What follows belongs to an exercise in optimizing a design on an open flow for small area, a short achievable clock period and few clock cycles per item; a production flow would make more cautious choices. Only simulation tests tie the RTL to the original design; equivalence was not proved. Power and IR drop assume default switching activity.

== garnet ==
## app_shell_top
module app_shell_top (
	input  logic                                global_clk,
	input  logic                                global_rst_n,
	input  logic                                awvalid,
	input  logic [softreg_pkg::SR_ADDR_W-1:0]   awaddr,
	output logic                                awready,
	input  logic                                wvalid,
	input  logic [softreg_pkg::SR_DATA_W-1:0]   wdata,
	input  logic [softreg_pkg::SR_DATA_W/8-1:0] wstrb,
	output logic                                wready,
	output logic                                bvalid,
	output logic [1:0]                          bresp,
	input  logic                                bready,
	input  logic                                arvalid,
	input  logic [softreg_pkg::SR_ADDR_W-1:0]   araddr,
	output logic                                arready,
	output logic                                rvalid,
	output logic [softreg_pkg::SR_DATA_W-1:0]   rdata,
	output logic [1:0]                          rresp,
	input  logic                                rready
);
make LEC_CHECK=0 CAP_MARGIN=20 CORE_MARGIN=2 CORE_UTILIZATION=40 CTS_BUF_LIST=sky130_fd_sc_hd__clkbuf_16 CTS_CLUSTER_DIAMETER=60 CTS_CLUSTER_SIZE=24 SETUP_SLACK_MARGIN=2.2 SLEW_MARGIN=20 SYNTH_HIERARCHICAL=1 finish   # period 4.0 ns
run.sh (not shown) runs the stock make flow with config.mk's settings and CLKGATE_MAP_FILE= SYNTH_SCRIPT=/design/flow/synth_recipe.tcl, a recipe that flattens the netlist after the stock synthesis.
Testbench counts of garnet, summed over its fixed seeds: cycles 4,808, txns 4,800.
### garnet -> cedar
Settings: SETUP_SLACK_MARGIN changed from 2.2 to 2.0.
Findings:
- When the final numbers for cedar and garnet were put side by side, the first-pass iteration count of the detailed router turned out to be smaller in garnet.
- The register share of total power of cedar is higher than that of garnet.
- Compared with garnet, in cedar setup slack after layout decreased 0.065 ns, post-layout instance count excluding filler cells went down 3.4%.
- cedar has completed all stages; timing, DRC and antenna checks passed.
- Total design power for cedar is lower than for garnet.
- Sort cedar and garnet by design area desc -> top: garnet
diff inputs: cedar => maple
Settings: SETUP_SLACK_MARGIN now 1.9, was 2.0.
==> flow/flow/run.sh (new file) <==
#!/bin/bash
# Standard ORFS layout, with two knobs changed: port buffers are buf_4
# rather than the platform's pick, and timing repair may resize a cell to
# any footprint. The full make output goes to standard_flow.log here; each
# ORFS step also keeps its own log under orfs/logs/.
set -euo pipefail
bash standard.sh MATCH_CELL_FOOTPRINT=0 \
	"BUFFER_PORTS_ARGS=-buffer_cell sky130_fd_sc_hd__buf_4" \
	finish > standard_flow.log 2>&1
==> flow/standard.sh (new file) <==
#!/bin/bash
# synth_recipe.tcl (not shown) runs the flow's synth.tcl, then flattens the netlist and writes it again
# the make line also repeats each setting of config.mk as NAME=value (left out here)
make -C /OpenROAD-flow-scripts/flow DESIGN_CONFIG=/design/flow/config.mk WORK_HOME=/design/flow/orfs CLKGATE_MAP_FILE= SYNTH_SCRIPT=/design/flow/synth_recipe.tcl "${@:-finish}"
removed: flow/run.sh
Findings:
Per the comparison of maple with cedar, hold slack decreased by 0.058 ns relative to the old numbers; post-route standard cell area excluding fillers went down; overall routed net length went down by about 14%.
Per the final summary, maple finished and its layout is clean on timing, DRC and antenna.
Input changes introduced in zinc (baseline for comparison: maple):
==> flow/flow/run.sh <==
#!/bin/bash
# Standard ORFS layout, with these knobs changed: port buffers are buf_4
# rather than the platform's pick; timing repair may resize a cell to any
# footprint; clock tree synthesis may use clkbuf_8 as well as clkbuf_16 and
# adds no dummy loads. The full make output goes to standard_flow.log here;
# each ORFS step also keeps its own log under orfs/logs/.
set -euo pipefail
bash standard.sh MATCH_CELL_FOOTPRINT=0 \
	"BUFFER_PORTS_ARGS=-buffer_cell sky130_fd_sc_hd__buf_4" \
	"CTS_ARGS=-sink_clustering_enable -repair_clock_nets -sink_clustering_size 24 -sink_clustering_max_diameter 60 -buf_list {sky130_fd_sc_hd__clkbuf_8 sky130_fd_sc_hd__clkbuf_16} -dont_use_dummy_load" \
	finish > standard_flow.log 2>&1
--- outcome ---
- zinc completed end to end with timing, DRC and antenna clean.
- Re clock network power share: maple was higher than zinc.
- Measured against each other, zinc and maple differ in core utilization, the higher figure coming from maple.
- The clock tree skew after final layout in zinc was higher than what maple gave.
- [compare] base=maple new=zinc: number of cells on the critical path went down 1; shortest clock period the worst path allows after layout picked up an extra 0.027 ns; power saw a decrease; combinational share of power saw an increase.
#### Input delta (yarrow over zinc)
Settings: changing SETUP_SLACK_MARGIN from 1.9 to 1.7.
==> flow/run.sh (new file) <==
#!/bin/bash
# synth_recipe.tcl (not shown) runs the flow's synth.tcl, then flattens the netlist and writes it again
# the make line also repeats each setting of config.mk as NAME=value (left out here)
make -C /OpenROAD-flow-scripts/flow DESIGN_CONFIG=/design/flow/config.mk WORK_HOME=/design/flow/orfs CLKGATE_MAP_FILE= SYNTH_SCRIPT=/design/flow/synth_recipe.tcl finish
removed: flow/flow/run.sh
removed: flow/standard.sh
Notes after the runs:
- Arrival time at the worst endpoint (lower): zinc
- Re post-route clock period utilization: yarrow and zinc aren't equal, and the lower value belongs to zinc.
- As far as die area goes, yarrow and zinc are indistinguishable; the numbers are identical.
- ~same sequential power in yarrow and zinc
- yarrow ends up with a sequential share of layout area that is 2.6 points lower than in zinc.
- Clock share of power, yarrow and zinc: smaller value in zinc
- Looking at worst-case setup slack after placement across both flows, yarrow is the weaker of the two, with zinc ahead.
- Against zinc, yarrow comes in 3 lower on total stage count of the critical path.
- Total power of yarrow is higher than that of zinc.

## static timing again, ports no longer ideal
Ports are ideal in the flow. The routed layouts listed here were re-timed in OpenROAD.
Step 1: set_driving_cell puts a clkbuf_16 on global_clk and a buf_2 on each other input, an assumption about the parent block.
Step 2 times the ports against the registers' clock, not the clock port: input delays grow and output delays shrink by t, the midpoint of the rising clock arrivals with the driver on.
Slacks: no drivers / after step 1 / after step 2; pairs: no drivers / after step 1.
run | t (ns) | setup WS [ns] | worst slew at a driven data input, ns
garnet | 0.629 | 1.726 / 1.726 / 1.144 | 0.07
cedar | 0.662 | 1.661 / 1.661 / 1.112 | 0.04
maple | 0.613 | 1.837 / 1.837 / 1.315 | 0.05
zinc | 0.599 | 1.810 / 1.810 / 1.329 | 0.04
yarrow | 0.659 | 1.657 / 1.686 / 1.029 | 0.05
After both steps every run listed still meets setup and hold. For yarrow, which loses most, drivers alone change the setup slack by +0.029 ns; drivers and shift together by -0.628 ns.
